Source: an optimization exercise on an open RTL-to-GDS flow (aim: a short achievable clock period and few clock cycles). Production flows keep margins and buffers that such runs may drop. The RTL was checked by simulation tests, not by an equivalence proof against the original design. Power is estimated from default activity; no workload was simulated.

[run.sh]
#!/bin/bash
# synth_recipe.tcl (not shown) runs the flow's synth.tcl, then flattens the netlist and writes it again
# the make line also repeats each setting of config.mk as NAME=value (left out here)
make -C /OpenROAD-flow-scripts/flow DESIGN_CONFIG=/design/flow/config.mk WORK_HOME=/design/flow/orfs CLKGATE_MAP_FILE= SYNTH_SCRIPT=/design/flow/synth_recipe.tcl finish
[constraint.sdc]
create_clock -name core_clock -period 9.0 [get_ports {clk}]
set_input_delay 1.8000 -clock core_clock [delete_from_list [all_inputs] [get_ports {clk}]]
set_output_delay 1.8000 -clock core_clock [all_outputs]
set_load 0.01 [all_outputs]
[config.mk]
export PLATFORM = sky130hd
export DESIGN_NAME = core_top
export DESIGN_NICKNAME = core_top
export VERILOG_FILES = /design/flow/design.v
export SDC_FILE = /design/flow/constraint.sdc
export NUM_CORES = 4
export LEC_CHECK = 0
export ABC_CLOCK_PERIOD_IN_PS = 3500
export CAP_MARGIN = 20
export CORE_MARGIN = 2
export CORE_UTILIZATION = 40
export SETUP_SLACK_MARGIN = 5
export SLEW_MARGIN = 20
export TNS_END_PERCENT = 100
[design.v]
`default_nettype none
module core_top (
    input  wire        clk,
    input  wire        rst_n,
    input  wire        halt,
    input  wire [31:0] mem_rdata,
    input  wire        mem_ready,
    output wire [31:0] mem_addr,
    output wire [31:0] mem_wdata,
    output wire        mem_we,
    output wire        mem_valid,
    output wire        running
);
    localparam [3:0] OP_AND = 4'd0;
    localparam [3:0] OP_EOR = 4'd1;
    localparam [3:0] OP_SUB = 4'd2;
    localparam [3:0] OP_ADD = 4'd4;
    localparam [3:0] OP_CMP = 4'd10;
    localparam [3:0] OP_ORR = 4'd12;
    function automatic cond_eval(input [3:0] c, input [3:0] f);
        reg n, z, cf, v;
        begin
            {n, z, cf, v} = f;
            case (c)
                4'd0:    cond_eval = z;
                4'd1:    cond_eval = !z;
                4'd2:    cond_eval = cf;
                4'd3:    cond_eval = !cf;
                4'd4:    cond_eval = n;
                4'd5:    cond_eval = !n;
                4'd6:    cond_eval = v;
                4'd7:    cond_eval = !v;
                4'd8:    cond_eval = cf && !z;
                4'd9:    cond_eval = !cf || z;
                4'd10:   cond_eval = n == v;
                4'd11:   cond_eval = n != v;
                4'd12:   cond_eval = !z && (n == v);
                4'd13:   cond_eval = z || (n != v);
                4'd14:   cond_eval = 1'b1;
                default: cond_eval = 1'b0;
            endcase
        end
    endfunction
    reg         started;
    reg         rv;
    reg  [31:0] ra;
    reg  [31:0] rwd;
    reg         rwe;
    reg         r_fetch;       
    reg  [3:0]  r_rd;          
    reg  [31:0] fpc;           
    localparam CB = 4;
    localparam CN = 1 << CB;
    reg             cv [0:CN-1];
    reg  [14:6]     ct [0:CN-1];
    reg  [31:0]     cw [0:CN-1];
    reg  [31:2]     cb [0:CN-1];     
    reg  [31:15]    c_rgn;
    reg             fl_v;
    reg  [CB-1:0]   fl_idx;
    reg  [31:2]     fl_pc;
    reg  [23:0]     fl_off;
    reg         ib_v0;         
    reg         ib_v1;         
    reg  [31:0] ib_w   [0:1];
    reg  [31:2] ib_tgt [0:1];
    reg  [31:2] ib_seq [0:1];
    reg         ib_pred [0:1];
    reg         ib_fs  [0:1];
    reg         dq_v0;
    reg         dq_v1;
    reg  [31:0] dq_a  [0:1];
    reg  [31:0] dq_wd [0:1];
    reg         dq_we [0:1];
    reg  [3:0]  dq_rd [0:1];
    reg         x_valid;
    reg  [3:0]  x_cond;
    reg         x_xfer;
    reg         x_br;
    reg         x_ld;
    reg         x_wr;          
    reg         x_fs;          
    reg         x_and;
    reg         x_eor;
    reg         x_orr;
    reg         x_ari;         
    reg         x_mov;
    reg         x_sub;         
    reg  [3:0]  x_rd;
    reg  [31:0] x_a;
    reg  [31:0] x_b;
    reg  [31:0] x_sd;
    reg         x_pred;
    reg  [31:2] x_alt;
    reg         x_alt_hit;     
    reg  [3:0]  flags;         
    reg  [31:0] rf [0:14];
    reg  [14:0] pend;          
    integer i;
    wire        x_pass = cond_eval(x_cond, flags);
    wire [32:0] x_sum  = {1'b0, x_a} + {1'b0, x_b} + {32'd0, x_sub};
    wire [31:0] x_lres = ({32{x_and}} & (x_a & x_b)) |
                         ({32{x_eor}} & (x_a ^ x_b)) |
                         ({32{x_orr}} & (x_a | x_b)) |
                         ({32{x_mov}} & x_b);
    wire [31:0] x_res  = x_ari ? x_sum[31:0] : x_lres;
    wire        x_c    = x_ari ? x_sum[32] : flags[1];
    wire        x_v    = x_ari ? ((x_a[31] == x_b[31]) && (x_sum[31] != x_a[31])) : flags[0];
    wire [31:0] x_abx  = x_a ^ x_b;
    wire [31:0] x_abo  = x_a | x_b;
    wire        x_z    = x_ari ? ((x_abx[0] == x_sub) && (x_abx[31:1] == x_abo[30:0])) :
                                 (x_lres == 32'd0);
    wire x_do       = x_valid && x_pass;
    wire x_wr_go    = x_do && x_wr;
    wire x_fl_go    = x_do && x_fs;
    wire x_mem_go   = x_do && x_xfer && !(x_ld && x_rd == 4'd15);
    wire x_ld_go    = x_mem_go && x_ld;
    wire x_redir    = x_valid && x_br && (x_pass != x_pred);
    wire        x_fs_on  = x_valid && x_fs;
    wire        x_z_fast = (!x_fs_on || !x_pass) ? flags[2] : x_z;
    wire done    = rv && mem_ready;
    wire r_free  = !rv || mem_ready;
    wire f_done  = done && r_fetch;
    wire ld_done = done && !r_fetch && !rwe;
    wire st_done = done && !r_fetch && rwe;
    wire [CB-1:0] f_idx    = fpc[CB+1:2];
    wire          f_rgn    = fpc[31:15] == c_rgn;
    wire [31:0]   fw       = cw[f_idx];
    wire          f_isbr   = fw[27:26] == 2'd2;
    wire          f_tpend  = fl_v && (fl_idx == f_idx);
    wire [31:2]   fl_tgt   = fl_pc + {{6{fl_off[23]}}, fl_off};
    wire          f_stable = !(x_valid && x_fs) && !(ib_v0 && ib_fs[0]) &&
                             !(ib_v1 && ib_fs[1]);
    reg  [CN-1:0] l_hit;
    reg  [CN-1:0] l_tk;
    always @(*) begin
        for (i = 0; i < CN; i = i + 1) begin
            l_hit[i] = cv[i] && (ct[i] == fpc[14:6]);
            l_tk[i]  = (cw[i][27:26] == 2'd2) &&
                       (f_stable ? cond_eval(cw[i][31:28], flags) :
                        (cw[i][31:28] == 4'd14 || (cw[i][31:28] != 4'd15 && cw[i][23])));
        end
    end
    wire          f_lhit   = l_hit[f_idx] && f_rgn;
    wire          f_hit    = f_lhit;
    wire [31:2]   f_tgt    = f_tpend ? fl_tgt : cb[f_idx];
    wire [31:2]   f_seq    = fpc[31:2] + 30'd1;
    wire          f_taken  = l_tk[f_idx];
    wire          f_fs     = (fw[27:26] == 2'd0) && (fw[20] || fw[24:21] == OP_CMP);
    wire [CB-1:0] s_idx    = f_seq[CB+1:2];
    wire          s_hit    = (f_idx != {CB{1'b1}}) ? (l_hit[s_idx] && f_rgn) :
                             (cv[0] && (ct[0] == f_seq[14:6]) && (f_seq[31:15] == c_rgn));
    wire [CB-1:0] m_idx    = ra[CB+1:2];
    wire          m_rgn    = ra[31:15] == c_rgn;
    wire          snoop    = st_done && cv[m_idx] && (ct[m_idx] == ra[14:6]) && m_rgn;
    wire [31:0] dw     = ib_w[0];
    wire        d_have = ib_v0;
    wire [1:0]  d_cls  = dw[27:26];
    wire        d_dp   = d_cls == 2'd0;
    wire        d_xfer = d_cls == 2'd1;
    wire        d_br   = d_cls == 2'd2;
    wire        d_imm  = dw[25];
    wire [3:0]  d_opc  = dw[24:21];
    wire        d_and  = d_opc == OP_AND;
    wire        d_eor  = d_opc == OP_EOR;
    wire        d_orr  = d_opc == OP_ORR;
    wire        d_cmp  = d_opc == OP_CMP;
    wire        d_sub  = d_opc == OP_SUB || d_cmp;
    wire        d_add  = d_opc == OP_ADD;
    wire        d_mov  = !(d_and || d_eor || d_orr || d_sub || d_add);
    wire        d_l    = dw[20];
    wire [3:0]  d_rn   = dw[19:16];
    wire [3:0]  d_rd   = dw[15:12];
    wire [3:0]  d_rm   = dw[3:0];
    wire        d_st   = d_xfer && !d_l;
    wire        d_use_rn = d_xfer || (d_dp && !d_mov);
    wire        d_use_b  = (d_dp && !d_imm) || d_st;
    wire [3:0]  d_bsel   = d_st ? d_rd : d_rm;
    wire        d_wr_dp  = d_dp && !d_cmp && d_rd != 4'd15;
    wire        d_writes = d_wr_dp || (d_xfer && d_l && d_rd != 4'd15);
    wire        d_inv    = d_dp && d_sub;
    wire [15:0] busy = {1'b0, pend} |
                       ((x_valid && x_xfer && x_ld) ? (16'd1 << x_rd) : 16'd0);
    wire        d_haz = (d_use_rn && busy[d_rn]) || (d_use_b && busy[d_bsel]) ||
                        (d_writes && busy[d_rd]);
    wire        d_memfull = d_xfer && (dq_v1 || (dq_v0 && x_valid && x_xfer));
    wire        d_go = d_have && !d_haz && !d_memfull;
    wire [31:0] rf_a = (d_rn == 4'd15) ? 32'd0 : rf[d_rn];
    wire [31:0] rf_b = (d_bsel == 4'd15) ? 32'd0 : rf[d_bsel];
    wire [31:0] d_a  = (x_wr_go && x_rd == d_rn) ? x_res : rf_a;
    wire [31:0] d_rb = (x_wr_go && x_rd == d_bsel) ? x_res : rf_b;
    wire [31:0] d_b  = d_xfer ? {20'd0, dw[11:0]} :
                       d_imm  ? {24'd0, dw[7:0]} : d_rb;
    wire [3:0]  d_cond   = dw[31:28];
    wire        d_eqne   = d_cond[3:1] == 3'd0;
    wire        d_res_ok = !x_fs_on || d_eqne;
    wire        d_actual = cond_eval(d_cond, {flags[3], x_z_fast, flags[1:0]});
    wire        d_redir  = d_have && d_br && d_res_ok && (d_actual != ib_pred[0]) && !x_redir;
    wire        redirect = x_redir || d_redir;
    wire [31:2] d_alt    = ib_pred[0] ? ib_seq[0] : ib_tgt[0];
    wire [31:2] redir_pc = x_redir ? x_alt : d_alt;
    wire [CB-1:0] a_idx  = d_alt[CB+1:2];
    wire        d_alt_hit = cv[a_idx] && (ct[a_idx] == d_alt[14:6]) &&
                            (d_alt[31:15] == c_rgn);
    wire        d_pop   = d_go;
    wire        f_go    = f_hit && !redirect && !ib_v1;
    wire        c_at_fpc = rv && r_fetch && (ra[31:2] == fpc[31:2]);
    wire        c_at_seq = rv && r_fetch && (ra[31:2] == f_seq);
    wire        c_brish  = (mem_rdata[27:26] == 2'd2) &&
                           (mem_rdata[31:28] == 4'd14 || mem_rdata[23]);
    wire        f_need   = !f_lhit && !c_at_fpc;
    wire        f_sqw    = !s_hit && !c_at_seq &&
                           ((f_hit && !f_taken) || (c_at_fpc && !c_brish));
    wire        c_data   = dq_v0 || x_mem_go;
    wire        c_fetch  = x_redir ? !x_alt_hit : (f_need || f_sqw);
    wire        c_valid  = !halt && (c_data || (c_fetch && !d_redir));
    wire [31:2] c_faddr  = x_redir ? x_alt : f_need ? fpc[31:2] : f_seq;
    wire [31:0] c_addr   = (dq_v0) ? dq_a[0] :
                           x_mem_go ? x_res : {c_faddr, 2'b00};
    wire [31:0] c_wd     = (dq_v0) ? dq_wd[0] : x_sd;
    wire        c_we     = (dq_v0) ? dq_we[0] : (x_mem_go && !x_ld);
    wire [3:0]  c_rd     = (dq_v0) ? dq_rd[0] : x_rd;
    wire        dq_pop   = r_free && !halt && dq_v0;
    wire        x_direct = r_free && !halt && !dq_v0;
    wire        dq_push  = x_mem_go && !x_direct;
    always @(posedge clk or negedge rst_n) begin
        if (!rst_n) begin
            started <= 1'b0;
            rv      <= 1'b0;
            ra      <= 32'd0;
            rwd     <= 32'd0;
            rwe     <= 1'b0;
            r_fetch <= 1'b0;
            r_rd    <= 4'd0;
            fpc     <= 32'd0;
            c_rgn   <= 17'd0;
            fl_v    <= 1'b0;
            fl_idx  <= {CB{1'b0}};
            fl_pc   <= 30'd0;
            fl_off  <= 24'd0;
            for (i = 0; i < CN; i = i + 1) begin
                cv[i] <= 1'b0;
                ct[i] <= 9'd0;
                cw[i] <= 32'd0;
                cb[i] <= 30'd0;
            end
            ib_v0   <= 1'b0;
            ib_v1   <= 1'b0;
            dq_v0   <= 1'b0;
            dq_v1   <= 1'b0;
            for (i = 0; i < 2; i = i + 1) begin
                ib_w[i]    <= 32'd0;
                ib_tgt[i]  <= 30'd0;
                ib_seq[i]  <= 30'd0;
                ib_pred[i] <= 1'b0;
                ib_fs[i]   <= 1'b0;
                dq_a[i]    <= 32'd0;
                dq_wd[i]   <= 32'd0;
                dq_we[i]   <= 1'b0;
                dq_rd[i]   <= 4'd0;
            end
            x_valid <= 1'b0;
            x_cond  <= 4'd0;
            x_xfer  <= 1'b0;
            x_br    <= 1'b0;
            x_ld    <= 1'b0;
            x_wr    <= 1'b0;
            x_fs    <= 1'b0;
            x_and   <= 1'b0;
            x_eor   <= 1'b0;
            x_orr   <= 1'b0;
            x_ari   <= 1'b0;
            x_mov   <= 1'b0;
            x_sub   <= 1'b0;
            x_rd    <= 4'd0;
            x_a     <= 32'd0;
            x_b     <= 32'd0;
            x_sd    <= 32'd0;
            x_pred  <= 1'b0;
            x_alt   <= 30'd0;
            x_alt_hit <= 1'b0;
            flags   <= 4'd0;
            pend    <= 15'd0;
            for (i = 0; i < 15; i = i + 1) rf[i] <= 32'd0;
        end else begin
            started <= 1'b1;
            if (r_free) begin
                rv      <= c_valid;
                ra      <= c_addr;
                rwd     <= c_wd;
                rwe     <= c_we;
                r_rd    <= c_rd;
                r_fetch <= !c_data;
            end
            fpc <= redirect ? {redir_pc, 2'b00} :
                   f_go ? {(f_taken ? f_tgt : f_seq), 2'b00} : fpc;
            fl_v   <= f_done;
            fl_idx <= m_idx;
            fl_pc  <= ra[31:2];
            fl_off <= mem_rdata[23:0];
            if (fl_v)
                cb[fl_idx] <= fl_tgt;
            if (f_done) begin
                if (!m_rgn) begin
                    for (i = 0; i < CN; i = i + 1) cv[i] <= 1'b0;
                    c_rgn <= ra[31:15];
                end
                cv[m_idx] <= 1'b1;
                ct[m_idx] <= ra[14:6];
                cw[m_idx] <= mem_rdata;
            end
            if (snoop)
                cv[m_idx] <= 1'b0;
            if (dq_pop) begin
                dq_a[0]  <= dq_a[1];
                dq_wd[0] <= dq_wd[1];
                dq_we[0] <= dq_we[1];
                dq_rd[0] <= dq_rd[1];
            end
            if (dq_push) begin
                if (!dq_v0 || (!dq_v1 && dq_pop)) begin
                    dq_a[0]  <= x_res;
                    dq_wd[0] <= x_sd;
                    dq_we[0] <= !x_ld;
                    dq_rd[0] <= x_rd;
                end else begin
                    dq_a[1]  <= x_res;
                    dq_wd[1] <= x_sd;
                    dq_we[1] <= !x_ld;
                    dq_rd[1] <= x_rd;
                end
            end
            dq_v0 <= (dq_v0 && !dq_pop) || dq_v1 || dq_push;
            dq_v1 <= (dq_v1 && !dq_pop) || (dq_v0 && !dq_pop && dq_push);
            if (!ib_v1) begin
                ib_w[1]    <= fw;
                ib_tgt[1]  <= f_tgt;
                ib_seq[1]  <= f_seq;
                ib_pred[1] <= f_taken;
                ib_fs[1]   <= f_fs;
            end
            if (!ib_v0 || (!ib_v1 && d_pop)) begin
                ib_w[0]    <= fw;
                ib_tgt[0]  <= f_tgt;
                ib_seq[0]  <= f_seq;
                ib_pred[0] <= f_taken;
                ib_fs[0]   <= f_fs;
            end else if (ib_v1 && d_pop) begin
                ib_w[0]    <= ib_w[1];
                ib_tgt[0]  <= ib_tgt[1];
                ib_seq[0]  <= ib_seq[1];
                ib_pred[0] <= ib_pred[1];
                ib_fs[0]   <= ib_fs[1];
            end
            ib_v0 <= !redirect && ((ib_v0 && !d_pop) || ib_v1 || f_go);
            ib_v1 <= !redirect && ((ib_v1 && !d_pop) || (ib_v0 && !d_pop && f_go));
            x_valid <= d_go && !x_redir;
            x_cond  <= dw[31:28];
            x_xfer  <= d_xfer;
            x_br    <= d_br;
            x_ld    <= d_l;
            x_wr    <= d_wr_dp;
            x_fs    <= d_dp && (dw[20] || d_cmp);
            x_and   <= d_dp && d_and;
            x_eor   <= d_dp && d_eor;
            x_orr   <= d_dp && d_orr;
            x_ari   <= d_xfer || (d_dp && (d_add || d_sub));
            x_mov   <= d_dp && d_mov;
            x_sub   <= d_inv;
            x_rd    <= d_rd;
            x_a     <= d_a;
            x_b     <= d_inv ? ~d_b : d_b;
            x_sd    <= d_rb;
            x_pred  <= d_redir ? d_actual : ib_pred[0];
            x_alt   <= d_alt;
            x_alt_hit <= d_alt_hit;
            if (x_fl_go)
                flags <= {x_res[31], x_z, x_c, x_v};
            for (i = 0; i < 15; i = i + 1) begin
                if (ld_done && r_rd == i)
                    rf[i] <= mem_rdata;
                else if (x_wr_go && x_rd == i)
                    rf[i] <= x_res;
            end
            for (i = 0; i < 15; i = i + 1) begin
                if (x_ld_go && x_rd == i)
                    pend[i] <= 1'b1;
                else if (ld_done && r_rd == i)
                    pend[i] <= 1'b0;
            end
        end
    end
    assign mem_valid = rv;
    assign mem_addr  = ra;
    assign mem_wdata = rwd;
    assign mem_we    = rwe;
    assign running   = started && !halt;
endmodule
`default_nettype wire
==> results by group <==
GRT
  – Initial antenna violation count: 67
  – GRT Resource Usage Total: between 30% and 40%
  – Largest net degree at the start of global routing: approximately 160
  – First-pass GRT wire length: approximately 800 mm
  – Number of global-route vias before repair: between 100k and 150k
  – GRT overflow: 0

Clock tree
  – Root Driver: clkbuf_16
  – Clock latency (worst-skew pair): 910 ps
  – Cts hold-fix bufs: 0
  – Clock Tree Buf Depth: 4
  – # clock sinks: around 2300
  – CTS clk-pin slew, worst paths: around 60 ps
  – Cts bufs inserted: 271
  – Clock H-tree levels: 5
  – CTS tree: done

Route
  – DRT antenna net count: 0
  – DR vias: 109000
  – DRT Pass-1 Iters: 15
  – Avg Vias per Cell: about 6.7
  – Post-Route WL: around 570 mm
  – Drt wl/cell: 35.08 um
  – DRC viols: 0
  – Initial drt markers: about 18000

Floorplan
  – Num rows: approximately 200
  – Number of I/O pins: between 100 and 150
  – Die Span Y: 551.7 um
  – Total core area: around 300000 um2
  – Die span in x: between 500 and 600 um
  – Initial Util: 40.13%
  – Die area: between 300000 and 400000 um2

Timing
  – Clock skew: roughly 75 ps
  – Tcrit/Tclk final: between 40% and 50%
  – Final setup fails: 0
  – Fmax: 246.7 MHz
  – Min Hold Slack: 460.3 ps
  – Max-slew violation count: 0
  – Unrepaired setup endpoints after global routing: yes
  – Final hold vios: 0
  – Worst-Margin Slew: 1312 ps
  – Relative max-transition margin: a little under an eighth
  – Final worst slack: 4947 ps
  – Setup TNS: 0 ps
  – Final Critical Period: between 4000 and 5000 ps

Worst setup path
  – Worst Path Max Fanout: 23
  – R2R cell count: 13
  – Crit Path Class: reg2reg
  – Worst R2R Start: ib_w[0][27]$_DFFE_PN0P_
  – WP data arrival: approximately 4700 ps
  – Setup crit end kind: flip-flop
  – Flop2flop setup slack: between 4000 and 5000 ps
  – RR Endpoint: x_b[7]$_DFF_PN0_
  – CP required: 9690 ps
  – Startpoint types: flip-flop

Layout
  – Final nets: around 12000
  – Final Core Density: 46.37%
  – Final std cells w/o fill: 16320
  – Final Instance Area: 138600 um2
  – Layout cells sized above 1: ~19%
  – Area Overhead vs Synth: 15.55%

Pwr
  – Total power: 59.00 mW
  – P per Cell Area: 425.5 nW/um2
  – VDD IR-drop max: around 0.00029 V
  – Leak: 58.09 nW

Yosys
  – Syn Nets: between 10000 and 15000
  – Yosys reg bits: between 2000 and 2500
  – Synth Flop Type: dfrtp_1
  – Post-synthesis async set-or-reset flop share: 100.0%
  – Number of synthesized flops with an enable pin: 0
  – Post-synthesis sequential area ratio: between 40 and 50%
  – Unique masters post-synth: ~110
  – Mapped cell area: around 120000 um2
  – Ys Warns: 15
  – Post-Syn Instances: around 12000
  – Syn_area_per_cell: 9.708 um2

Placement
  – Placed cell count: 15650
  – Detailed-placement wirelength estimate: between 300 and 400 mm
  – Placed Area: 125600 um2
  – I/O Buffers: 102
  – Final GP Congestion: a little over 1
  – Dpl ws: approximately 3600 ps

Min path
  – Worst min-delay path endpoint: ib_tgt[1][31]$_DFFE_PN0N_
  – Hold crit path type: reg2reg
  – Worst hold path stage count: 2
  – Min-delay src: ib_tgt[1][31]$_DFFE_PN0N_

Job
  – Reported max-cap violation count: 0

Outcome
  – Outcome: finished clean
[report_power, final]
part	internal, mW	switching (mW)	leakage, nW
logic	9.89	19.2	25.0
registers	14.3	4.15	28.6
clock network	6.67	4.76	4.44
[worst max-delay path, cell delays in order (launching register included)]
cell and delay [ps]:
dfrtp_2 480, nor3b_4 300, buf_6 200, mux2i_1 190, buf_4 320, nand2_1 350
nor2_4 370, buf_8 380, a21oi_1 120, nand4_1 160, o221ai_4 250, a21oi_1 390
mux2i_1 150, xnor2_1 170
[Yosys cell counts (21+ instances only)]
library cell / count / area [um2]
xnor2_1: 335 / 2934
o21a_1: 22 / 165.2
a21boi_0: 21 / 157.7
o31ai_1: 59 / 442.9
a31oi_1: 213 / 1333
nor4_1: 77 / 481.7
dfrtp_1: 2303 / 57630
mux2_2: 862 / 9707
o21ai_0: 1217 / 6091
or3_1: 37 / 231.5
buf_1: 103 / 386.6
o22ai_1: 23 / 143.9
inv_1: 171 / 641.9
o221ai_1: 35 / 306.5
buf_2: 69 / 345.3
and2_1: 39 / 244.0
a221oi_1: 131 / 1147
a222oi_1: 107 / 1071
nor3_1: 125 / 625.6
o211ai_1: 57 / 427.9
a21oi_1: 425 / 2127
nor3b_1: 21 / 157.7
nor2_1: 648 / 2432
a211oi_1: 64 / 480.5
ha_1: 97 / 1214
a22o_1: 149 / 1305
nand2b_1: 65 / 406.6
clkbuf_1: 995 / 3735
xor2_1: 137 / 1200
a22oi_1: 644 / 4835
nand3_1: 254 / 1271
nor2b_1: 57 / 356.6
a41oi_1: 31 / 271.5
a21o_1: 59 / 442.9
and3_1: 65 / 406.6
nand2_1: 1710 / 6419
mux2i_1: 420 / 4204
nand4_1: 204 / 1276
[routing by layer]
| layer | part of all wire, % | vias to the layer above | GRT usage (%) |
|---|---|---|---|
| li1 | - | 44240 | - |
| met1 | 39 | 54540 | 48.24 |
| met2 | 41 | 8132 | 51.96 |
| met3 | 14 | 2048 | 13.76 |
| met4 | 6.4 | 38 | 18.83 |
| met5 | 0.14 | - | 0.4221 |
[placed cells by master, fill, tap and decap left out, types with 64 or more instances in the layout]
master,instances
buf_6,67
a221oi_1,125
a22o_1,149
nand2_1,1677
clkdlybuf4s50_1,80
inv_1,167
a22oi_1,642
a31oi_1,206
dfrtp_1,2254
nand4_1,204
xor2_1,129
clkbuf_16,279
ha_1,75
nand2b_1,64
nor2_1,595
o21ai_0,1190
nand3_1,235
mux2i_1,413
a222oi_1,107
xnor2_1,322
nor3_1,92
mux2_2,859
buf_4,414
a21oi_1,401
[cell type report]
cell class                 instances  area (um2)
sequential                      2303       57720
timing repair buffer             657        6365
clock buffer                     363        7652
fill                           27720      160400
clock inverter                   114        1348
multi-input combinational       8720       59860
tap                             3958        4952
inverter                         175       676.9
antenna                           32       80.08
[how the worst max path moves through the flow]
stage / start / to / slack (ps) / cells after the start
after CTS: mem_ready / rf[7][28]$_DFFE_PN0P_ / 4810 / 8
after floorplan: fl_pc[3]$_DFF_PN0_ / fpc[20]$_DFFE_PN0P_ / 5210 / 13
final: ib_w[0][27]$_DFFE_PN0P_ / x_b[7]$_DFF_PN0_ / 4950 / 13
after global placement: x_b[24]$_DFF_PN0_ / fpc[14]$_DFFE_PN0P_ / 3610 / 12
after detailed placement: x_a[25]$_DFF_PN0_ / fpc[14]$_DFFE_PN0P_ / 3590 / 12
after global routing: mem_ready / rf[13][4]$_DFFE_PN0P_ / 4920 / 9
[what timing repair did]
item	CTS	global route
pin swaps	39	45
buffers inserted	86	44
setup endpoints to repair	1208	679
resized for setup	332	181
gates cloned	23	7
[cell families after synthesis]
family	after synthesis	synth area share, %
compound gates	3425	18.60
simple gates	3413	12.71
flops	2303	48.03
buf+inv	1350	4.337
mux	1294	11.79
xor+xnor	473	3.459
fa+ha+maj	101	1.070
other cells	1	0.003125
[sequential cells by signal, summed over array words and instances, names as in the netlist, 64 cells and up]
name	count
dq_wd	64
rf	480
ct	144
dq_a	64
cw	512
ib_w	64
cb	480
Testbench counts, summed over its fixed seeds: cycles 50,936.

-- afterwards: timing with drivers on the ports --
No port has a modelled driver above. Below, the same layout with a new extraction and two added sets of constraints. Step 1: set_driving_cell puts a clkbuf_16 on clk and a buf_2 on each other input, an assumption about the parent block. Step 2, shift: input delay + t, output delay - t, t = (earliest + latest rising clock arrival at the registers) / 2. This alone moves slack from input paths to output paths. a / b / c = ideal ports / drivers / drivers and shift; a / b = the first two.
shift t [ns]: 0.977
setup WS [ns]: 4.947 / 4.920 / 4.163
worst setup path at the end: input to register
worst register clock-pin slew, ns: 0.07 / 0.07
worst data-port slew with drivers (ns): 0.19
After both steps setup and hold are still met in this run. The setup slack of this run moves by -0.027 ns with the drivers and by -0.784 ns with both steps.
